Context: an optimization exercise on an open-source flow, tuned for small area. The choices shown serve that exercise and are no tape-out recipe.
In this exercise RTL edits were held to simulation tests only and were not proved equivalent to the original.
Power and IR drop assume default switching activity.

==> flow/flow/run.sh <==
#!/bin/bash
# Standard ORFS layout, with these changes:
# - ports are buffered with the smallest buffer (buf_1) instead of ORFS's default choice;
# - pins may sit on adjacent routing tracks, so the die need not grow to fit the 1262 ports;
# - CTS inserts no dummy loads and builds the tree from clkbuf_4/clkbuf_8, up to 14 flip-flops per leaf buffer.
set -euo pipefail
export BUFFER_PORTS_ARGS="-buffer_cell sky130_fd_sc_hd__buf_1"
export PLACE_PINS_ARGS="-min_distance 1 -min_distance_in_tracks"
export CTS_ARGS="-sink_clustering_enable -repair_clock_nets -dont_use_dummy_load -sink_clustering_size 14 -sink_clustering_max_diameter 60 -buf_list {sky130_fd_sc_hd__clkbuf_4 sky130_fd_sc_hd__clkbuf_8}"
bash standard.sh > standard_flow.log 2>&1
==> flow/standard.sh <==
#!/bin/bash
# synth_recipe.tcl (not shown) runs the flow's synth.tcl, then flattens the netlist and writes it again
# the make line also repeats each setting of config.mk as NAME=value (left out here)
make -C /OpenROAD-flow-scripts/flow DESIGN_CONFIG=/design/flow/config.mk WORK_HOME=/design/flow/orfs CLKGATE_MAP_FILE= SYNTH_SCRIPT=/design/flow/synth_recipe.tcl "${@:-finish}"
==> flow/config.mk <==
export PLATFORM = sky130hd
export DESIGN_NAME = tue_apb_regs
export DESIGN_NICKNAME = tue_apb_regs
export VERILOG_FILES = /design/flow/design.v
export SDC_FILE = /design/flow/constraint.sdc
export NUM_CORES = 4
export LEC_CHECK = 0
export ABC_CLOCK_PERIOD_IN_PS = 5000
export CAP_MARGIN = 5
export CORE_MARGIN = 2
export CORE_UTILIZATION = 55
export SETUP_SLACK_MARGIN = 0.2
export SLEW_MARGIN = 5
export SYNTH_HIERARCHICAL = 1
export SYNTH_MINIMUM_KEEP_SIZE = 0
==> flow/constraint.sdc <==
create_clock -name core_clock -period 10.0 [get_ports {clk}]
set_input_delay 2.0000 -clock core_clock [delete_from_list [all_inputs] [get_ports {clk}]]
set_output_delay 2.0000 -clock core_clock [all_outputs]
set_load 0.01 [all_outputs]
==> flow/design.v <==
package tue_pkg;
  localparam int unsigned MAU_TCAM_KEY_W = 512;
  typedef enum logic [1:0] {
    TUE_INSERT = 2'd0,
    TUE_DELETE = 2'd1,
    TUE_MODIFY = 2'd2,
    TUE_FLUSH  = 2'd3
  } tue_op_t;
  typedef struct packed {
    tue_op_t                   op;
    logic [4:0]                stage;
    logic [15:0]               table_id;
    logic [MAU_TCAM_KEY_W-1:0] key;
    logic [MAU_TCAM_KEY_W-1:0] mask;
    logic [15:0]               action_id;
    logic [111:0]              params;
  } tue_req_t;
endpackage
module tue_apb_regs #(
  parameter int unsigned ADDR_W = 12,
  parameter int unsigned KEY_W  = 512
) (
  input  logic              clk,
  input  logic              rst_n,
  input  logic              psel,
  input  logic              penable,
  input  logic              pwrite,
  input  logic [ADDR_W-1:0] paddr,
  input  logic [31:0]       pwdata,
  output logic [31:0]       prdata,
  output logic              pready,
  output logic              pslverr,
  output logic              req_valid,
  input  logic              req_ready,
  output tue_pkg::tue_req_t req,
  input  logic              tue_done,
  input  logic              tue_err
);
  localparam int unsigned WORD_W = ADDR_W - 2;
  localparam int unsigned W_CMD    = 0;
  localparam int unsigned W_TID    = 1;
  localparam int unsigned W_STAGE  = 2;
  localparam int unsigned W_FIRST  = 4;
  localparam int unsigned W_LAST   = 39;
  localparam int unsigned W_STATUS = 40;
  localparam int unsigned W_COMMIT = 41;
  logic [1:0]        op_q;
  logic [15:0]       table_id_q;
  logic [4:0]        stage_q;
  logic [31:0]       wd_q [W_FIRST:W_LAST];
  logic              clr_q;
  logic              wait_q;
  logic              done_q;
  logic              err_q;
  logic              cmd_err_q;
  logic [WORD_W-1:0] word;
  logic              low;
  logic [W_COMMIT:0] hit;
  logic              hit_shadow, mapped;
  logic              busy, access, err_resp, wr_ok;
  logic [W_COMMIT:0] we, hold;
  logic [31:0]       rdata;
  logic              unused_addr_lsb;
  assign unused_addr_lsb = ^paddr[1:0];
  assign pready          = 1'b1;
  assign word = paddr[ADDR_W-1:2];
  assign low  = (word[WORD_W-1:6] == '0);
  always_comb begin
    for (int unsigned i = 0; i <= W_COMMIT; i++) hit[i] = low & (word[5:0] == 6'(i));
    hit_shadow = hit[W_CMD] | hit[W_TID] | hit[W_STAGE] | (|hit[W_LAST:W_FIRST]);
    mapped     = hit_shadow | hit[W_STATUS] | hit[W_COMMIT];
  end
  assign busy   = req_valid | wait_q;
  assign access = psel & penable;
  always_comb begin
    err_resp = ~mapped
             | (pwrite & hit[W_STATUS])
             | (pwrite & busy & (hit_shadow | hit[W_COMMIT]));
    wr_ok    = access & pwrite & ~err_resp & ~clr_q;
  end
  always_comb begin
    for (int unsigned i = 0; i <= W_COMMIT; i++) begin
      we[i]   = wr_ok & hit[i];
      hold[i] = ~(we[i] | clr_q);
    end
  end
  localparam int unsigned NSRC = 40;    
  logic [31:0] src_d [NSRC];
  logic        src_s [NSRC];
  logic [31:0] src_v [NSRC];
  always_comb begin
    for (int unsigned i = 0; i < NSRC; i++) begin
      src_d[i] = '0;
      src_s[i] = 1'b0;
      src_v[i] = '0;
    end
    src_d[0] = {30'b0, op_q};        src_s[0] = hit[W_CMD];    src_v[0] = 32'h3;
    src_d[1] = {16'b0, table_id_q};  src_s[1] = hit[W_TID];    src_v[1] = 32'hFFFF;
    src_d[2] = {27'b0, stage_q};     src_s[2] = hit[W_STAGE];  src_v[2] = 32'h1F;
    src_d[3] = {28'b0, cmd_err_q, err_q, done_q, busy};
    src_s[3] = hit[W_STATUS]; src_v[3] = 32'hF;
    for (int unsigned i = W_FIRST; i <= W_LAST; i++) begin
      src_d[i] = wd_q[i]; src_s[i] = hit[i]; src_v[i] = '1;
    end
  end
  logic [13:0] rd_n [32];
  for (genvar b = 0; b < 32; b++) begin : g_rd
    localparam int unsigned NB = (b < 2) ? 40 : (b < 4) ? 39 : (b < 5) ? 38 : (b < 16) ? 37 : 36;
    localparam int unsigned NG = (NB + 2) / 3;
    logic [NB-1:0] d, s;
    always_comb begin
      int unsigned k;
      k = 0;
      d = '0;
      s = '0;
      for (int unsigned i = 0; i < NSRC; i++) begin
        if (src_v[i][b]) begin
          d[k] = src_d[i][b];
          s[k] = src_s[i];
          k = k + 1;
        end
      end
    end
    for (genvar g = 0; g < NG; g++) begin : g_grp
      if (3 * g + 2 < NB) begin : g3
        tue_rd3 u_rd (.a1(d[3*g]), .b1(s[3*g]), .a2(d[3*g+1]), .b2(s[3*g+1]),
                      .a3(d[3*g+2]), .b3(s[3*g+2]), .y_n(rd_n[b][g]));
      end else if (3 * g + 1 < NB) begin : g2
        tue_rd2 u_rd (.a1(d[3*g]), .b1(s[3*g]), .a2(d[3*g+1]), .b2(s[3*g+1]),
                      .y_n(rd_n[b][g]));
      end else begin : g1
        assign rd_n[b][g] = ~(d[3*g] & s[3*g]);
      end
    end
    for (genvar g = NG; g < 14; g++) begin : g_pad
      assign rd_n[b][g] = 1'b1;
    end
    assign rdata[b] = ~(&rd_n[b]);
  end
  assign prdata  = rdata;
  assign pslverr = access & err_resp;
  always_ff @(posedge clk or negedge rst_n) begin
    if (!rst_n) clr_q <= 1'b1;
    else        clr_q <= 1'b0;
  end
  logic [1:0]  op_d;
  logic [15:0] table_id_d;
  logic [4:0]  stage_d;
  logic [31:0] wd_d [W_FIRST:W_LAST];
  for (genvar b = 0; b < 2; b++) begin : g_op
    tue_hold u_h (.we(we[W_CMD]), .wd(pwdata[b]), .hold(hold[W_CMD]), .q(op_q[b]), .d(op_d[b]));
  end
  for (genvar b = 0; b < 16; b++) begin : g_tid
    tue_hold u_h (.we(we[W_TID]), .wd(pwdata[b]), .hold(hold[W_TID]), .q(table_id_q[b]),
                  .d(table_id_d[b]));
  end
  for (genvar b = 0; b < 5; b++) begin : g_stage
    tue_hold u_h (.we(we[W_STAGE]), .wd(pwdata[b]), .hold(hold[W_STAGE]), .q(stage_q[b]),
                  .d(stage_d[b]));
  end
  for (genvar w = W_FIRST; w <= W_LAST; w++) begin : g_wd
    for (genvar b = 0; b < 32; b++) begin : g_b
      tue_hold u_h (.we(we[w]), .wd(pwdata[b]), .hold(hold[w]), .q(wd_q[w][b]), .d(wd_d[w][b]));
    end
  end
  always_ff @(posedge clk) begin
    op_q       <= op_d;
    table_id_q <= table_id_d;
    stage_q    <= stage_d;
    for (int unsigned i = W_FIRST; i <= W_LAST; i++) wd_q[i] <= wd_d[i];
  end
  always_comb begin
    req.op        = tue_pkg::tue_op_t'(op_q);
    req.stage     = stage_q;
    req.table_id  = table_id_q;
    for (int unsigned i = 0; i < 16; i++) begin
      req.key[32*i +: 32]  = wd_q[W_FIRST + i];
      req.mask[32*i +: 32] = wd_q[W_FIRST + 16 + i];
    end
    req.action_id       = wd_q[36][15:0];
    req.params[111:96]  = wd_q[36][31:16];
    req.params[31:0]    = wd_q[37];
    req.params[63:32]   = wd_q[38];
    req.params[95:64]   = wd_q[39];
  end
  always_ff @(posedge clk or negedge rst_n) begin
    if (!rst_n) begin
      req_valid <= 1'b0;
      wait_q    <= 1'b0;
      done_q    <= 1'b0;
      err_q     <= 1'b0;
      cmd_err_q <= 1'b0;
    end else begin
      if (we[W_COMMIT] && pwdata[0]) begin
        req_valid <= 1'b1;
        done_q    <= 1'b0;
        err_q     <= 1'b0;
        cmd_err_q <= 1'b0;
      end
      if (req_valid && req_ready) begin
        req_valid <= 1'b0;
        wait_q    <= 1'b1;
      end
      if (wait_q && tue_done) begin
        done_q <= 1'b1;
        err_q  <= tue_err;
        wait_q <= 1'b0;
      end
      if (access && pwrite && hit[W_COMMIT] && busy) cmd_err_q <= 1'b1;
    end
  end
endmodule
module tue_hold (
  input  logic we,
  input  logic wd,
  input  logic hold,
  input  logic q,
  output logic d
);
  assign d = (we & wd) | (hold & q);
endmodule
module tue_rd3 (
  input  logic a1, b1, a2, b2, a3, b3,
  output logic y_n
);
  assign y_n = ~((a1 & b1) | (a2 & b2) | (a3 & b3));
endmodule
module tue_rd2 (
  input  logic a1, b1, a2, b2,
  output logic y_n
);
  assign y_n = ~((a1 & b1) | (a2 & b2));
endmodule
==> run summary, run 1 <==
WORST SETUP PATH
----------------------------------------------------------------------------------
Element type at the critical path end ............................... primary output
RR Startpoint .......................................................        clr_q
Kind of critical path ............................................... input pin to primary output
CP Max Fanout .......................................................           17
Crit start category .................................................    input pin
Data arrival time of the critical path ..............................      5.94 ns
Critical Path RT ....................................................      8.00 ns
Register-to-register path setup slack ...............................      6.37 ns
Worst r2r dst ....................................................... wd_q[28][17]
R2R cell count ......................................................            4

POWER AND IR DROP
----------------------------------------------------------------------------------
Fraction of power consumed by combinational cells ...................         4.1%
Power density cells ................................................. 152.9 nW/um2
Switch share ........................................................       24.67%
Leakage Power .......................................................     17.35 nW
Cell internal power dissipation .....................................   0.005583 W
Maximum VDD drop ....................................................    0.1610 mV
Clk network pwr share ...............................................        32.4%
Proportion of power drawn by flip-flops and latches .................        63.5%
P_sw ................................................................   0.001828 W

DETAILED ROUTING
----------------------------------------------------------------------------------
WL met2 .............................................................     84680 um
Residual DRC ........................................................            0
Met1 WL .............................................................     72330 um
Total via count in the routed design ................................        43420
Final WL ............................................................    224500 um
DRT Pass-1 Iters ....................................................           14
Final routed wire length divided by cell count ......................     41.05 um
Top metal layer carrying routed signals .............................         met5
Number of nets with antenna violations after routing ................            0
Via-per-instance ratio ..............................................        7.938
Detailed router's first-iteration violation count ...................        10050
Detailed-routed wire length on met3 .................................     46820 um

STA
----------------------------------------------------------------------------------
Max Fclk ............................................................    126.0 MHz
Unrepaired setup endpoints after global routing .....................           no
Final Hold Viols ....................................................            0
Tcrit/Tclk final ....................................................       79.39%
Final setup TNS .....................................................         0 ns
Actual slew at the worst max-slew pin ...............................     1.321 ns
Final setup viols ...................................................            0
Slew Limit Headroom .................................................       11.95%
Min cycle time layout ...............................................     7.939 ns
Worst-case clock skew ...............................................   0.08198 ns
Count of final max-slew check failures ..............................            0

DIE
----------------------------------------------------------------------------------
I/O pin count .......................................................         1262
Die area ............................................................    74610 um2
Core area ...........................................................    71610 um2
Initial Util ........................................................       55.64%
Die height ..........................................................     273.1 um
Cell row count ......................................................           98
X dimension of the die ..............................................     273.1 um

CLOCKING
----------------------------------------------------------------------------------
CTS tree ............................................................        built
Count of clock tree sinks ...........................................         1181
Number of clock buffers inserted by TritonCTS .......................           95
Post-CTS Setup Inserts ..............................................            0
Hold-fix buffer count after cts .....................................            0
Register clock-pin slew on the reported worst setup and hold paths ..      0.09 ns
Maximum root-to-sink buffer count ...................................            3
Skew-Pair Late Insertion Delay ......................................      0.79 ns
Cts repair resizes ..................................................            0
Depth of the CTS H-tree .............................................            3
Root Buffer ......................................................... sky130_fd_sc_hd__clkbuf_8

YOSYS
----------------------------------------------------------------------------------
Synth Instances .....................................................         3099
Number of register bits inferred by synthesis .......................         1181
Synth warn ..........................................................           18
Netlist Area Pre-Place ..............................................    39840 um2
Post-synth net total ................................................         3151
Largest area contributor in the synthesized netlist ................. sky130_fd_sc_hd__dfxtp_1
Synth area leaders .................................................. sky130_fd_sc_hd__dfxtp_1 (59%), sky130_fd_sc_hd__a22o_1 (26%), sky130_fd_sc_hd__a222oi_1 (9.7%), sky130_fd_sc_hd__nand4_1 (1.5%), sky130_fd_sc_hd__nor2_1 (0.75%)
Portion of the post-synthesis area used by sequential elements ......       59.42%
Yosys cell types ....................................................           40
Synth top area share ................................................       59.04%
Post-synthesis average cell area ....................................    12.86 um2

MIN PATH
----------------------------------------------------------------------------------
Sink of the worst hold path .........................................   wd_q[6][6]
Count of cells along the worst hold path ............................            1
Worst hold start ....................................................   wd_q[6][6]
Worst hold-check path type .......................................... flop to flop

PLACE
----------------------------------------------------------------------------------
Total instance count after detailed placement .......................         5366
PortBufs ............................................................         1258
Gp weighted congestion ..............................................        1.030
Hpwl dp .............................................................    141400 um

FINAL LAYOUT
----------------------------------------------------------------------------------
Share of the core filled with cells .................................       67.68%
Number of nets in the layout ........................................         4565
Leading cell types in the layout, fill and taps excluded ............ sky130_fd_sc_hd__buf_1 (1226), sky130_fd_sc_hd__a22o_1 (1177), sky130_fd_sc_hd__dfxtp_1 (1175)
Layout cell share with drive strength beyond 1 ......................       7.249%
Signed area change from the synthesized netlist to the final layout .       21.64%
Register Area .......................................................    23680 um2
Area occupied by multi-input gates ..................................    16900 um2
Count of fill cells added during filler insertion ...................         5891
Commonest non-fill, non-tap cell in the layout ...................... sky130_fd_sc_hd__buf_1
Final non-filler cell total .........................................         5470

GRT
----------------------------------------------------------------------------------
Maximum number of pins on one net before global-route repair ........           42
Total congestion overflow ...........................................            0
Number of global-route vias before repair ...........................        36980
First-pass GRT wire length ..........................................    300900 um
Global router's overall resource usage ..............................       56.47%
Initial antenna violation count .....................................           15

JOB
----------------------------------------------------------------------------------
Max-capacitance violation count .....................................            0

STATUS
----------------------------------------------------------------------------------
Run status ..........................................................  timing/DRC/antenna clean

## layer usage
metal / up-vias / global-route usage, %
li1: 16500 / -
met1: 21050 / 68.03
met2: 4743 / 74.07
met3: 1111 / 35.04
met4: 22 / 35.99
met5: - / 3.915
## synthesized netlist by cell type, drive strengths merged
library cell     n
or3             19
nand4b           1
nand3           13
o2bb2ai          1
mux2i            1
dfstp            1
buf             10
inv              2
o21ai            3
nor3            11
nor4             4
nand2b           5
nand4           93
nor2            92
or3b             1
a32o             1
a22o          1177
dfrtp            5
nor2b            4
clkbuf          10
a2111o          11
or4              4
nand2           22
dfxtp         1175
a22oi            1
a222oi         388
a21oi           40
conb             2
a21boi           1
or2              1
## per-module statistics from Yosys, one instance, submodules excluded
module	times used	cells inside	cell area [um2]
tue_rd3	388	1	10.01
tue_rd2	1	1	12.51
tue_apb_regs	1	1535	25650
tue_hold	1175	1	8.758
## area by class of cell
type | count | share of cell area [%]
sequential | 1181 | 48.86
multi-input combinational | 1896 | 34.88
timing repair buffer | 1337 | 11.05
clock buffer | 95 | 2.698
tap | 950 | 2.453
antenna | 9 | 0.04647
inverter | 2 | 0.01549
## flip-flops by register name, indices dropped and copies added (netlist names)
signal / flops
table_id_q: 16
wait_q: 1
done_q: 1
cmd_err_q: 1
wd_q: 1152
req_valid: 1
clr_q: 1
stage_q: 5
op_q: 2
err_q: 1
## through the flow
step / power, W / instance area [um2] / hold slack [ns] / setup WS, ns
detailed placement: 0.005097 / 47130 / 0.4767 / 2.448
global placement: 0.005096 / 47130 / 0.4756 / 2.483
finish: 0.007411 / 48460 / 0.5024 / 2.061
CTS: 0.007336 / 48440 / 0.5002 / 2.463
floorplan: 0.004884 / 39840 / 0.4626 / 3.192
global route: 0.007526 / 48450 / 0.5151 / 2.198
## kinds of logic (layout without fill, tap and decap cells)
| family | count (synthesis) | count (layout) | synth area share, % |
|---|---|---|---|
| buffers and inverters | 22 | 1434 | 0.2858 |
| AND/OR/NAND/NOR | 270 | 270 | 3.678 |
| AO/OA/AOI/OAI | 1623 | 1623 | 36.57 |
| multiplexers | 1 | 1 | 0.02513 |
| flip-flops | 1181 | 1181 | 59.42 |
| other | 2 | 11 | 0.01885 |
## power by group through the flow
stage	Clock [W]	Combinational, W	Sequential, W
2_1_floorplan	0	0.0000716	0.00481
3_3_place_gp	0	0.000278	0.00482
3_5_place_dp	0	0.000279	0.00482
4_1_cts	0.00235	0.000279	0.00471
5_1_grt	0.00253	0.000290	0.00471
6_report	0.00240	0.000300	0.00471
## worst max path at each step
stage / startpoint / end / cells after the start
final: paddr[9] / prdata[25] / 9
after global routing: paddr[9] / prdata[28] / 9
after CTS: paddr[9] / prdata[3] / 9
after detailed placement: paddr[9] / prdata[3] / 9
after global placement: paddr[9] / prdata[3] / 9
after floorplan: paddr[9] / prdata[4] / 8
## worst max-delay path: stages
cell	delay [ns]
sky130_fd_sc_hd__buf_1	0.08
sky130_fd_sc_hd__or4_4	0.61
sky130_fd_sc_hd__or3_1	0.69
sky130_fd_sc_hd__nor2_2	0.94
sky130_fd_sc_hd__buf_4	0.44
sky130_fd_sc_hd__a222oi_1	0.15
sky130_fd_sc_hd__nand4_1	0.63
sky130_fd_sc_hd__or3_1	0.22
sky130_fd_sc_hd__buf_1	0.15
==> run 2, diff against run 1 <==
==> flow/flow/run.sh (replaced) <==
#!/bin/bash
# Standard ORFS layout, with these changes:
# - ports are buffered with the smallest buffer (buf_1) instead of ORFS's default choice;
# - pins may sit on adjacent routing tracks, so the die need not grow to fit the 1262 ports;
# - CTS inserts no dummy loads and builds the tree from clkbuf_4/clkbuf_8, up to 16 flip-flops per leaf buffer.
set -euo pipefail
export BUFFER_PORTS_ARGS="-buffer_cell sky130_fd_sc_hd__buf_1"
export PLACE_PINS_ARGS="-min_distance 1 -min_distance_in_tracks"
export CTS_ARGS="-sink_clustering_enable -repair_clock_nets -dont_use_dummy_load -sink_clustering_size 16 -sink_clustering_max_diameter 60 -buf_list {sky130_fd_sc_hd__clkbuf_4 sky130_fd_sc_hd__clkbuf_8}"
bash standard.sh > standard_flow.log 2>&1
==> run summary, run 2 <==
FINAL LAYOUT
----------------------------------------------------------------------------------
Top flop regs ....................................................... wd_q x1152, table_id_q x16, stage_q x5
Number of flip-flops in the largest register ........................         1152
Signed area change from the synthesized netlist to the final layout .       21.27%
Commonest non-fill, non-tap cell in the layout ...................... sky130_fd_sc_hd__buf_1
Count of fill cells added during filler insertion ...................         5903
Area occupied by multi-input gates ..................................    16900 um2
Number of nets in the layout ........................................         4555
Largest Register ....................................................         wd_q
Register Area .......................................................    23680 um2
Leading cell types in the layout, fill and taps excluded ............ sky130_fd_sc_hd__buf_1 (1226), sky130_fd_sc_hd__a22o_1 (1177), sky130_fd_sc_hd__dfxtp_1 (1175)
Layout cell share with drive strength beyond 1 ......................       7.043%

STA
----------------------------------------------------------------------------------
Final Hold Viols ....................................................            0
Tcrit/Tclk final ....................................................       79.40%
Worst-case clock skew ...............................................   0.06910 ns
Count of final max-slew check failures ..............................            0
Unrepaired setup endpoints after global routing .....................           no
Slew Limit Headroom .................................................       10.09%
Final setup viols ...................................................            0
Max Fclk ............................................................    126.0 MHz
Min cycle time layout ...............................................     7.940 ns
Actual slew at the worst max-slew pin ...............................     1.345 ns
Final setup TNS .....................................................         0 ns

CLOCKING
----------------------------------------------------------------------------------
Root Buffer ......................................................... sky130_fd_sc_hd__clkbuf_8
Post-CTS Setup Inserts ..............................................            0
Depth of the CTS H-tree .............................................            3
CTS tree ............................................................        built
Count of clock tree sinks ...........................................         1181
Maximum root-to-sink buffer count ...................................            3
Cts repair resizes ..................................................            0
Number of clock buffers inserted by TritonCTS .......................           85
Skew-Pair Late Insertion Delay ......................................      0.78 ns
Register clock-pin slew on the reported worst setup and hold paths ..      0.08 ns
Hold-fix buffer count after cts .....................................            0

DIE
----------------------------------------------------------------------------------
Die area ............................................................    74610 um2
Core area ...........................................................    71610 um2
Die height ..........................................................     273.1 um
I/O pin count .......................................................         1262
Cell row count ......................................................           98
X dimension of the die ..............................................     273.1 um
Initial Util ........................................................       55.64%

WORST SETUP PATH
----------------------------------------------------------------------------------
Cell Chain, Critical Path ........................................... buf_1, or4_4, or3_1, nor2_4, a222oi_1, nand4_1, a2111o_1, buf_1
Family with the most delay on the worst path ........................ simple AND/OR/NAND/NOR gates
Critical path buffer and inverter count .............................            2
CP Max Fanout .......................................................           32
Critical Path RT ....................................................      8.00 ns
CP max stage delay ..................................................      1.08 ns
Most common cell on crit path ....................................... sky130_fd_sc_hd__buf_1
Crit start category .................................................    input pin
Data arrival time of the critical path ..............................      5.94 ns
Element type at the critical path end ............................... primary output
Kind of critical path ............................................... input pin to primary output
CP max stage cell ................................................... sky130_fd_sc_hd__nor2_4

POWER AND IR DROP
----------------------------------------------------------------------------------
Switch share ........................................................       24.69%
P_sw ................................................................   0.001803 W
Proportion of power drawn by flip-flops and latches .................        64.5%
Power density cells ................................................. 151.1 nW/um2
Cell internal power dissipation .....................................   0.005499 W
Maximum VDD drop ....................................................    0.1404 mV
Leakage Power .......................................................     17.28 nW
Total Power .........................................................   0.007302 W
Fraction of power consumed by combinational cells ...................         4.1%
Clk network pwr share ...............................................        31.4%

YOSYS
----------------------------------------------------------------------------------
Library cell with the highest instance count after synthesis ........ sky130_fd_sc_hd__a22o_1
Synth Instances .....................................................         3099
Most instantiated flip-flop cell in the synthesis netlist ........... sky130_fd_sc_hd__dfxtp_1
Post-synth net total ................................................         3151
Post-synthesis average cell area ....................................    12.86 um2
Synth area leaders .................................................. sky130_fd_sc_hd__dfxtp_1 (59%), sky130_fd_sc_hd__a22o_1 (26%), sky130_fd_sc_hd__a222oi_1 (9.7%), sky130_fd_sc_hd__nand4_1 (1.5%), sky130_fd_sc_hd__nor2_1 (0.75%)
Portion of the post-synthesis area used by sequential elements ......       59.42%
Yosys cell types ....................................................           40
Netlist Area Pre-Place ..............................................    39840 um2
EDFF count, synth ...................................................            0
Synth top area share ................................................       59.04%
Ys async rst share ..................................................      0.5080%
Largest area contributor in the synthesized netlist ................. sky130_fd_sc_hd__dfxtp_1
Commonest cells in the netlist ...................................... sky130_fd_sc_hd__a22o_1 (1177), sky130_fd_sc_hd__dfxtp_1 (1175), sky130_fd_sc_hd__a222oi_1 (388)
Synth warn ..........................................................           18
Number of register bits inferred by synthesis .......................         1181

GRT
----------------------------------------------------------------------------------
Maximum number of pins on one net before global-route repair ........           42
First-pass GRT wire length ..........................................    301500 um
Total congestion overflow ...........................................            0
Initial antenna violation count .....................................           14
Global router's overall resource usage ..............................       56.56%
Number of global-route vias before repair ...........................        37080

MIN PATH
----------------------------------------------------------------------------------
Worst hold-check path type .......................................... flop to flop

DETAILED ROUTING
----------------------------------------------------------------------------------
Total via count in the routed design ................................        43380
Detailed router's first-iteration violation count ...................         9471
Number of nets with antenna violations after routing ................            0
DRT Pass-1 Iters ....................................................           17
Final routed wire length divided by cell count ......................     41.18 um
Via-per-instance ratio ..............................................        7.950
Final WL ............................................................    224700 um
Residual DRC ........................................................            0

STATUS
----------------------------------------------------------------------------------
Run status ..........................................................  timing/DRC/antenna clean

PLACE
----------------------------------------------------------------------------------
Hpwl dp .............................................................    141400 um
Gp weighted congestion ..............................................        1.030
PortBufs ............................................................         1258

JOB
----------------------------------------------------------------------------------
Max-capacitance violation count .....................................            0

==> run 2: cell types whose count changed in the layout (fill, tap and decap cells not counted) <==
cell,delta
sky130_fd_sc_hd__clkbuf_8,-10
sky130_fd_sc_hd__diode_2,-3
==> run 2: kinds of logic (layout without fill, tap and decap cells) <==
logic type | after synthesis | count (layout) | share of synthesized area, %
AO/OA/AOI/OAI | 1623 | 1623 | 36.57
multiplexers | 1 | 1 | 0.02513
flip-flops | 1181 | 1181 | 59.42
AND/OR/NAND/NOR | 270 | 270 | 3.678
buffers and inverters | 22 | 1424 | 0.2858
other | 2 | 8 | 0.01885
==> run 2: worst paths after layout <==
check | from | to | slack (ns) | depth (start not counted)
worst max-delay path | paddr[9] | prdata[10] | 2.06 | 8
worst min-delay path | wd_q[31][6] | wd_q[31][6] | 0.50 | 1
worst max register to register | clr_q | wd_q[28][28] | 6.33 | 4
worst min register to register | wd_q[31][6] | wd_q[31][6] | 0.50 | 1
max in group asynchronous | rst_n | clr_q | 8.57 | 1
min in group asynchronous | rst_n | err_q | 1.14 | 1
==> run 2: layout make-up <==
class | count | share of cell area, %
multi-input combinational | 1896 | 34.98
tap | 950 | 2.460
timing repair buffer | 1337 | 11.08
sequential | 1181 | 49.01
antenna | 6 | 0.03108
clock buffer | 85 | 2.421
inverter | 2 | 0.01554
==> run 2: per-module statistics from Yosys (local to each module, per instance) <==
module / copies in the design / cells / area [um2]
tue_apb_regs: 1 / 1535 / 25650
tue_hold: 1175 / 1 / 8.758
tue_rd3: 388 / 1 / 10.01
tue_rd2: 1 / 1 / 12.51
==> run 2: per-stage QoR <==
step	hold slack [ns]	util (%)	std cells	worst slack (ns)	instance area, um2
2_1_floorplan	0.4626	-	3099	3.192	39840
3_3_place_gp	0.4756	65.82	5366	2.483	47130
3_5_place_dp	0.4767	65.82	5366	2.448	47130
4_1_cts	0.5023	67.45	5451	2.463	48300
5_1_grt	0.5188	67.46	5454	2.119	48310
6_report	0.5011	67.47	5457	2.060	48320
==> run 2: metal layers <==
metal	GRT usage [%]	vias to the layer above	part of all wire (%)
li1	-	16460	-
met1	67.47	21020	32
met2	73.69	4714	37
met3	36.29	1155	21
met4	36.34	34	9.2
met5	6.290	-	0.34
==> run 2: power by group through the flow <==
stage	Combinational, W	Sequential (W)	Clock (W)
after floorplan	0.0000716	0.00481	0
after global placement	0.000278	0.00482	0
after detailed placement	0.000279	0.00482	0
after CTS	0.000279	0.00471	0.00225
after global routing	0.000290	0.00471	0.00241
final	0.000301	0.00471	0.00229
==> run 3, diff against run 2 <==
==> flow/flow/run.sh (replaced) <==
#!/bin/bash
# Standard ORFS layout, with these changes:
# - ports are buffered with the smallest buffer (buf_1) instead of ORFS's default choice;
# - pins may sit on adjacent routing tracks, so the die need not grow to fit the 1262 ports;
# - CTS inserts no dummy loads and builds the tree from clkbuf_8/clkbuf_16, up to 24 flip-flops per leaf buffer.
set -euo pipefail
export BUFFER_PORTS_ARGS="-buffer_cell sky130_fd_sc_hd__buf_1"
export PLACE_PINS_ARGS="-min_distance 1 -min_distance_in_tracks"
export CTS_ARGS="-sink_clustering_enable -repair_clock_nets -dont_use_dummy_load -sink_clustering_size 24 -sink_clustering_max_diameter 80 -buf_list {sky130_fd_sc_hd__clkbuf_8 sky130_fd_sc_hd__clkbuf_16}"
bash standard.sh > standard_flow.log 2>&1
--- a/flow/config.mk
+++ b/flow/config.mk
@@ -6,10 +6,10 @@
 export NUM_CORES = 4
 export LEC_CHECK = 0
 export ABC_CLOCK_PERIOD_IN_PS = 5000
-export CAP_MARGIN = 5
+export CAP_MARGIN = 20
 export CORE_MARGIN = 2
-export CORE_UTILIZATION = 55
+export CORE_UTILIZATION = 50
 export SETUP_SLACK_MARGIN = 0.2
-export SLEW_MARGIN = 5
+export SLEW_MARGIN = 20
 export SYNTH_HIERARCHICAL = 1
 export SYNTH_MINIMUM_KEEP_SIZE = 0
==> run summary, run 3 <==
STATUS
----------------------------------------------------------------------------------
Run status ..........................................................  timing/DRC/antenna clean

WORST SETUP PATH
----------------------------------------------------------------------------------
CP max stage cell ................................................... sky130_fd_sc_hd__nor2_4
Cell Chain, Critical Path ........................................... buf_1, or4_4, or3b_2, nor2_4, a222oi_1, nand4_1, a2111o_1, buf_1
Critical Path RT ....................................................      8.00 ns
Logic depth of the worst setup path including buffers ...............            8
Element type at the critical path end ............................... primary output
CP max stage delay ..................................................      1.08 ns
Worst r2r dst ....................................................... wd_q[21][20]
Family with the most delay on the worst path ........................ simple AND/OR/NAND/NOR gates
Kind of critical path ............................................... input pin to primary output
Most common cell on crit path ....................................... sky130_fd_sc_hd__buf_1
Critical path buffer and inverter count .............................            2
Register-to-register path setup slack ...............................      6.31 ns
CP Launch Point .....................................................     paddr[9]
Data arrival time of the critical path ..............................      6.16 ns
Endpoint of the most critical setup path ............................   prdata[13]
RR Startpoint .......................................................        clr_q
Crit start category .................................................    input pin
CP Max Fanout .......................................................           32
R2R cell count ......................................................            4

YOSYS
----------------------------------------------------------------------------------
Ys async rst share ..................................................      0.5080%
Synth area leaders .................................................. sky130_fd_sc_hd__dfxtp_1 (59%), sky130_fd_sc_hd__a22o_1 (26%), sky130_fd_sc_hd__a222oi_1 (9.7%), sky130_fd_sc_hd__nand4_1 (1.5%), sky130_fd_sc_hd__nor2_1 (0.75%)
EDFF count, synth ...................................................            0
Largest area contributor in the synthesized netlist ................. sky130_fd_sc_hd__dfxtp_1
Commonest cells in the netlist ...................................... sky130_fd_sc_hd__a22o_1 (1177), sky130_fd_sc_hd__dfxtp_1 (1175), sky130_fd_sc_hd__a222oi_1 (388)
Yosys cell types ....................................................           40
Post-synth net total ................................................         3151
Post-synthesis average cell area ....................................    12.86 um2
Synth Instances .....................................................         3099
Most instantiated flip-flop cell in the synthesis netlist ........... sky130_fd_sc_hd__dfxtp_1
Portion of the post-synthesis area used by sequential elements ......       59.42%
Synth warn ..........................................................           18
Number of register bits inferred by synthesis .......................         1181
Netlist Area Pre-Place ..............................................    39840 um2
Synth top area share ................................................       59.04%
Library cell with the highest instance count after synthesis ........ sky130_fd_sc_hd__a22o_1

CLOCKING
----------------------------------------------------------------------------------
Post-CTS Setup Inserts ..............................................            0
Register clock-pin slew on the reported worst setup and hold paths ..      0.09 ns
Maximum root-to-sink buffer count ...................................            3
Cts repair resizes ..................................................            0
Number of clock buffers inserted by TritonCTS .......................           56
Count of clock tree sinks ...........................................         1181
CTS tree ............................................................        built
Depth of the CTS H-tree .............................................            2
Root Buffer ......................................................... sky130_fd_sc_hd__clkbuf_16
Skew-Pair Late Insertion Delay ......................................      0.66 ns
Hold-fix buffer count after cts .....................................            0

POWER AND IR DROP
----------------------------------------------------------------------------------
Clk network pwr share ...............................................        33.6%
Cell internal power dissipation .....................................   0.005741 W
Power density cells ................................................. 154.0 nW/um2
Proportion of power drawn by flip-flops and latches .................        62.2%
Switch share ........................................................       24.16%
Leakage Power .......................................................     17.54 nW
Fraction of power consumed by combinational cells ...................         4.2%
Maximum VDD drop ....................................................    0.1298 mV
P_sw ................................................................   0.001829 W

FINAL LAYOUT
----------------------------------------------------------------------------------
Layout cell share with drive strength beyond 1 ......................       6.818%
Largest Register ....................................................         wd_q
Count of fill cells added during filler insertion ...................         6820
Share of the core filled with cells .................................       62.24%
Commonest non-fill, non-tap cell in the layout ...................... sky130_fd_sc_hd__buf_1
Number of flip-flops in the largest register ........................         1152
Top flop regs ....................................................... wd_q x1152, table_id_q x16, stage_q x5
Leading cell types in the layout, fill and taps excluded ............ sky130_fd_sc_hd__buf_1 (1226), sky130_fd_sc_hd__a22o_1 (1177), sky130_fd_sc_hd__dfxtp_1 (1175)
Number of nets in the layout ........................................         4542
Signed area change from the synthesized netlist to the final layout .       23.41%

PLACE
----------------------------------------------------------------------------------
Hpwl dp .............................................................    146200 um
PortBufs ............................................................         1258
Gp weighted congestion ..............................................       0.9967

DIE
----------------------------------------------------------------------------------
Cell row count ......................................................          103
X dimension of the die ..............................................     286.3 um
Die area ............................................................    81960 um2
Initial Util ........................................................       50.43%
I/O pin count .......................................................         1262
Core area ...........................................................    79000 um2
Die height ..........................................................     286.3 um

DETAILED ROUTING
----------------------------------------------------------------------------------
Final WL ............................................................    232400 um
Via-per-instance ratio ..............................................        7.702
Detailed router's first-iteration violation count ...................         8629
Total via count in the routed design ................................        42740
DRT Pass-1 Iters ....................................................           13
Number of nets with antenna violations after routing ................            0
Residual DRC ........................................................            0
Final routed wire length divided by cell count ......................     41.89 um

GRT
----------------------------------------------------------------------------------
Total congestion overflow ...........................................            0
Global router's overall resource usage ..............................       53.12%
Maximum number of pins on one net before global-route repair ........           42
First-pass GRT wire length ..........................................    309900 um
Initial antenna violation count .....................................           14
Number of global-route vias before repair ...........................        36670

STA
----------------------------------------------------------------------------------
Max Fclk ............................................................    122.6 MHz
Unrepaired setup endpoints after global routing .....................           no
Final Hold Viols ....................................................            0
Worst-case clock skew ...............................................   0.02786 ns
Slew Limit Headroom .................................................       14.17%
Count of final max-slew check failures ..............................            0
Final setup viols ...................................................            0
Min cycle time layout ...............................................     8.157 ns
Actual slew at the worst max-slew pin ...............................     1.287 ns
Tcrit/Tclk final ....................................................       81.57%
Final setup TNS .....................................................         0 ns

MIN PATH
----------------------------------------------------------------------------------
Count of cells along the worst hold path ............................            1
Worst hold-check path type .......................................... flop to flop

JOB
----------------------------------------------------------------------------------
Max-capacitance violation count .....................................            0

-- run 3: cell counts after synthesis --
Identical to the previous run, type by type.
-- run 3: per-module statistics from Yosys (local to each module, per instance) --
module        cells inside  copies in the design  area, um2
tue_rd3                  1                   388      10.01
tue_rd2                  1                     1      12.51
tue_hold                 1                  1175      8.758
tue_apb_regs          1535                     1      25650
-- run 3: stage by stage --
stage	total power, W	setup slack [ns]	hold WS (ns)	std cells	area, um2
after floorplan	0.004884	3.192	0.4626	3099	39840
after global placement	0.005105	2.307	0.4754	5466	47330
after detailed placement	0.005108	2.279	0.4753	5470	47430
after CTS	0.007505	2.279	0.5021	5526	48830
after global routing	0.007690	1.899	0.5182	5542	49150
final	0.007569	1.843	0.5014	5549	49170
-- run 3: area by class of cell --
class	instances	area (um2)	area share [%]
sequential	1181	23680	48.16
tap	1050	1314	2.672
antenna	11	27.53	0.05599
inverter	2	7.507	0.01527
multi-input combinational	1896	16980	34.54
clock buffer	56	1401	2.850
timing repair buffer	1353	5758	11.71
-- run 3: worst min-delay path by stage --
stage / startpoint / endpoint / slack (ns)
after floorplan: done_q / done_q / 0.46
after global placement: wd_q[25][3] / wd_q[25][3] / 0.48
after detailed placement: wd_q[27][16] / wd_q[27][16] / 0.48
after CTS: wd_q[13][2] / wd_q[13][2] / 0.50
after global routing: wd_q[25][5] / wd_q[25][5] / 0.52
final: wd_q[25][17] / wd_q[25][17] / 0.50
-- run 3: kinds of logic after synthesis --
kind of cell | share of synthesized area, %
AO/OA/AOI/OAI | 36.57
flip-flops | 59.42
AND/OR/NAND/NOR | 3.678
buffers and inverters | 0.2858
other | 0.01885
multiplexers | 0.02513
-- run 3: per-layer routing --
layer  wire (um)  GRT usage [%]  share of wire (%)  up-vias
met5         725          5.988               0.31        -
met4       20000          33.10                8.6       28
met3       43910          28.28                 19      893
met2       89390          71.00                 38     4280
met1       78410          65.93                 34    21080
li1            -              -                  -    16460
-- run 3: power groups by stage --
stage / Sequential, W / Clock, W / Combinational [W]
2_1_floorplan: 0.00481 / 0 / 0.0000716
3_3_place_gp: 0.00482 / 0 / 0.000287
3_5_place_dp: 0.00482 / 0 / 0.000290
4_1_cts: 0.00471 / 0.00251 / 0.000291
5_1_grt: 0.00471 / 0.00267 / 0.000305
6_report: 0.00471 / 0.00255 / 0.000315
==> run 4, diff against run 3 <==
--- a/flow/design.v
+++ b/flow/design.v
@@ -78,6 +78,8 @@
              | (pwrite & busy & (hit_shadow | hit[W_COMMIT]));
     wr_ok    = access & pwrite & ~err_resp & ~clr_q;
   end
+  logic [31:0] pww;
+  assign pww = pwdata & {32{wr_ok}};
   always_comb begin
     for (int unsigned i = 0; i <= W_COMMIT; i++) begin
       we[i]   = wr_ok & hit[i];
@@ -148,19 +150,19 @@
   logic [4:0]  stage_d;
   logic [31:0] wd_d [W_FIRST:W_LAST];
   for (genvar b = 0; b < 2; b++) begin : g_op
-    tue_hold u_h (.we(we[W_CMD]), .wd(pwdata[b]), .hold(hold[W_CMD]), .q(op_q[b]), .d(op_d[b]));
+    tue_hold u_h (.we(hit[W_CMD]), .wd(pww[b]), .hold(hold[W_CMD]), .q(op_q[b]), .d(op_d[b]));
   end
   for (genvar b = 0; b < 16; b++) begin : g_tid
-    tue_hold u_h (.we(we[W_TID]), .wd(pwdata[b]), .hold(hold[W_TID]), .q(table_id_q[b]),
+    tue_hold u_h (.we(hit[W_TID]), .wd(pww[b]), .hold(hold[W_TID]), .q(table_id_q[b]),
                   .d(table_id_d[b]));
   end
   for (genvar b = 0; b < 5; b++) begin : g_stage
-    tue_hold u_h (.we(we[W_STAGE]), .wd(pwdata[b]), .hold(hold[W_STAGE]), .q(stage_q[b]),
+    tue_hold u_h (.we(hit[W_STAGE]), .wd(pww[b]), .hold(hold[W_STAGE]), .q(stage_q[b]),
                   .d(stage_d[b]));
   end
   for (genvar w = W_FIRST; w <= W_LAST; w++) begin : g_wd
     for (genvar b = 0; b < 32; b++) begin : g_b
-      tue_hold u_h (.we(we[w]), .wd(pwdata[b]), .hold(hold[w]), .q(wd_q[w][b]), .d(wd_d[w][b]));
+      tue_hold u_h (.we(hit[w]), .wd(pww[b]), .hold(hold[w]), .q(wd_q[w][b]), .d(wd_d[w][b]));
     end
   end
   always_ff @(posedge clk) begin
==> flow/flow/run.sh (replaced) <==
#!/bin/bash
# Standard ORFS layout, with these changes:
# - ports are buffered with the smallest buffer (buf_1) instead of ORFS's default choice;
# - pins may sit on adjacent routing tracks, so the die need not grow to fit the 1262 ports;
# - CTS inserts no dummy loads and builds the tree from clkbuf_4/clkbuf_8, up to 14 flip-flops per leaf buffer.
set -euo pipefail
export BUFFER_PORTS_ARGS="-buffer_cell sky130_fd_sc_hd__buf_1"
export PLACE_PINS_ARGS="-min_distance 1 -min_distance_in_tracks"
export CTS_ARGS="-sink_clustering_enable -repair_clock_nets -dont_use_dummy_load -sink_clustering_size 14 -sink_clustering_max_diameter 60 -buf_list {sky130_fd_sc_hd__clkbuf_4 sky130_fd_sc_hd__clkbuf_8}"
bash standard.sh > standard_flow.log 2>&1
--- a/flow/config.mk
+++ b/flow/config.mk
@@ -6,10 +6,10 @@
 export NUM_CORES = 4
 export LEC_CHECK = 0
 export ABC_CLOCK_PERIOD_IN_PS = 5000
-export CAP_MARGIN = 20
+export CAP_MARGIN = 5
 export CORE_MARGIN = 2
-export CORE_UTILIZATION = 50
+export CORE_UTILIZATION = 55
 export SETUP_SLACK_MARGIN = 0.2
-export SLEW_MARGIN = 20
+export SLEW_MARGIN = 5
 export SYNTH_HIERARCHICAL = 1
 export SYNTH_MINIMUM_KEEP_SIZE = 0
==> run summary, run 4 <==
YOSYS
-----------------------------------------------------------------------------
Post-synth net total ...........................................         3180
Synth top area share ...........................................       58.69%
Post-synthesis average cell area ...............................    12.81 um2
Synth Instances ................................................         3128
Library cell with the highest instance count after synthesis ... sky130_fd_sc_hd__a22o_1
Largest area contributor in the synthesized netlist ............ sky130_fd_sc_hd__dfxtp_1
Ys async rst share .............................................      0.5080%
Netlist Area Pre-Place .........................................    40080 um2
Portion of the post-synthesis area used by sequential elements .       59.07%
Yosys cell types ...............................................           49
Number of register bits inferred by synthesis ..................         1181
Commonest cells in the netlist ................................. sky130_fd_sc_hd__a22o_1 (1176), sky130_fd_sc_hd__dfxtp_1 (1175), sky130_fd_sc_hd__a222oi_1 (388)
Synth area leaders ............................................. sky130_fd_sc_hd__dfxtp_1 (59%), sky130_fd_sc_hd__a22o_1 (26%), sky130_fd_sc_hd__a222oi_1 (9.7%), sky130_fd_sc_hd__nand4_1 (1.4%), sky130_fd_sc_hd__nor2_1 (0.63%)
Most instantiated flip-flop cell in the synthesis netlist ...... sky130_fd_sc_hd__dfxtp_1
EDFF count, synth ..............................................            0
Synth warn .....................................................           18

CLOCKING
-----------------------------------------------------------------------------
Cts repair resizes .............................................            0
Post-CTS Setup Inserts .........................................            0
Depth of the CTS H-tree ........................................            3
Root Buffer .................................................... sky130_fd_sc_hd__clkbuf_8
Count of clock tree sinks ......................................         1181
Number of clock buffers inserted by TritonCTS ..................           97
Hold-fix buffer count after cts ................................            0
Maximum root-to-sink buffer count ..............................            3

GRT
-----------------------------------------------------------------------------
First-pass GRT wire length .....................................    290100 um
Global router's overall resource usage .........................       53.63%
Maximum number of pins on one net before global-route repair ...           65
Number of global-route vias before repair ......................        39870
Total congestion overflow ......................................            6

DIE
-----------------------------------------------------------------------------
X dimension of the die .........................................     273.9 um
Initial Util ...................................................       55.78%
Die height .....................................................     273.9 um
Cell row count .................................................           98
I/O pin count ..................................................         1262

PLACE
-----------------------------------------------------------------------------
PortBufs .......................................................         1258
Hpwl dp ........................................................    136900 um
Gp weighted congestion .........................................        1.008

STATUS
-----------------------------------------------------------------------------
First error .................................................... [ERROR GRT-0116] Global routing finished with congestion. Check the congestion regions in the DRC Viewer.
Exit stage ..................................................... global routing (5_1_grt)
Run status ..................................................... did not finish

==> run 4: changes by cell type after synthesis, sizes merged, moves of 3 or more <==
cell    previous run  this run
a21o               0         3
nand3             13         7
clkbuf            10        15
nor2              92        70
nand2             22        42
nor3b              0        18
nor3              11         8
a21oi             40        43
==> run 4: per-stage QoR <==
stage	instances	hold WS (ns)	util (%)	instance area [um2]	worst slack, ns
floorplan	3128	0.4667	-	40080	2.143
global placement	5451	0.4759	66.69	47920	2.393
detailed placement	5451	0.4765	66.69	47920	2.402
CTS	5548	0.5004	68.55	49250	2.403
==> run 4: per-module statistics from Yosys, one instance, submodules excluded <==
module        cell area (um2)  cells inside
tue_hold                8.758             1
tue_apb_regs            25890          1564
tue_rd3                 10.01             1
tue_rd2                 12.51             1
==> run 4: worst max-delay path by stage <==
stage / startpoint / to / slack [ns] / depth (start not counted)
after detailed placement: paddr[9] / prdata[19] / 2.40 / 9
after global placement: paddr[9] / prdata[19] / 2.39 / 9
after CTS: paddr[9] / prdata[19] / 2.40 / 9
after floorplan: paddr[9] / prdata[4] / 2.14 / 7
==> run 4: power by group through the flow <==
stage | Sequential (W) | Combinational (W) | Clock [W]
3_3_place_gp | 0.00482 | 0.000197 | 0
2_1_floorplan | 0.00481 | 0.0000746 | 0
3_5_place_dp | 0.00482 | 0.000198 | 0
4_1_cts | 0.00471 | 0.000198 | 0.00238
==> run 4: logic make-up after synthesis <==
family	synth area share, %
other	0.01874
DFF	59.07
buffers and inverters	0.3871
and+or+nand+nor	3.958
muxes	0.04995
AOI/OAI and AO/OA	36.52
==> run 4: metal layers <==
layer / global-route usage (%) / overflow
met2: 72.11 / 4
met5: 3.979 / 0
met3: 34.00 / 0
met1: 62.86 / 0
met4: 33.54 / 2

-- static timing again, ports no longer ideal --
The flow's constraints put no driver on any port. The routed layouts listed below were extracted and timed again, unchanged, in two steps. Step 1 (the two cells are an assumption about what drives the block):
set clk [get_ports {clk}]
set_driving_cell -lib_cell sky130_fd_sc_hd__clkbuf_16 $clk
set_driving_cell -lib_cell sky130_fd_sc_hd__buf_2 [delete_from_list [all_inputs] $clk]
Step 2 moves the port delays by t, midway between the first and last clock arrival at a register: inputs arrive t later, outputs are due t later. That takes back most of the time a late clock gives input paths. Three values: ideal, step 1, step 2; two values: the first two.
run | t, ns | setup WS [ns] | worst setup path after step 2 | latest minus earliest clock arrival (ns)
run 1 | 0.796 | 2.061 / 2.026 / 2.026 | input to output | 0.087 / 0.088
run 2 | 0.808 | 2.060 / 2.027 / 2.027 | input to output | 0.073 / 0.073
run 3 | 0.734 | 1.843 / 1.821 / 1.821 | input to output | 0.055 / 0.054
After both steps every run listed still meets setup and hold. For run 1, which loses most, drivers alone change the setup slack by -0.035 ns; drivers and shift together by -0.035 ns.
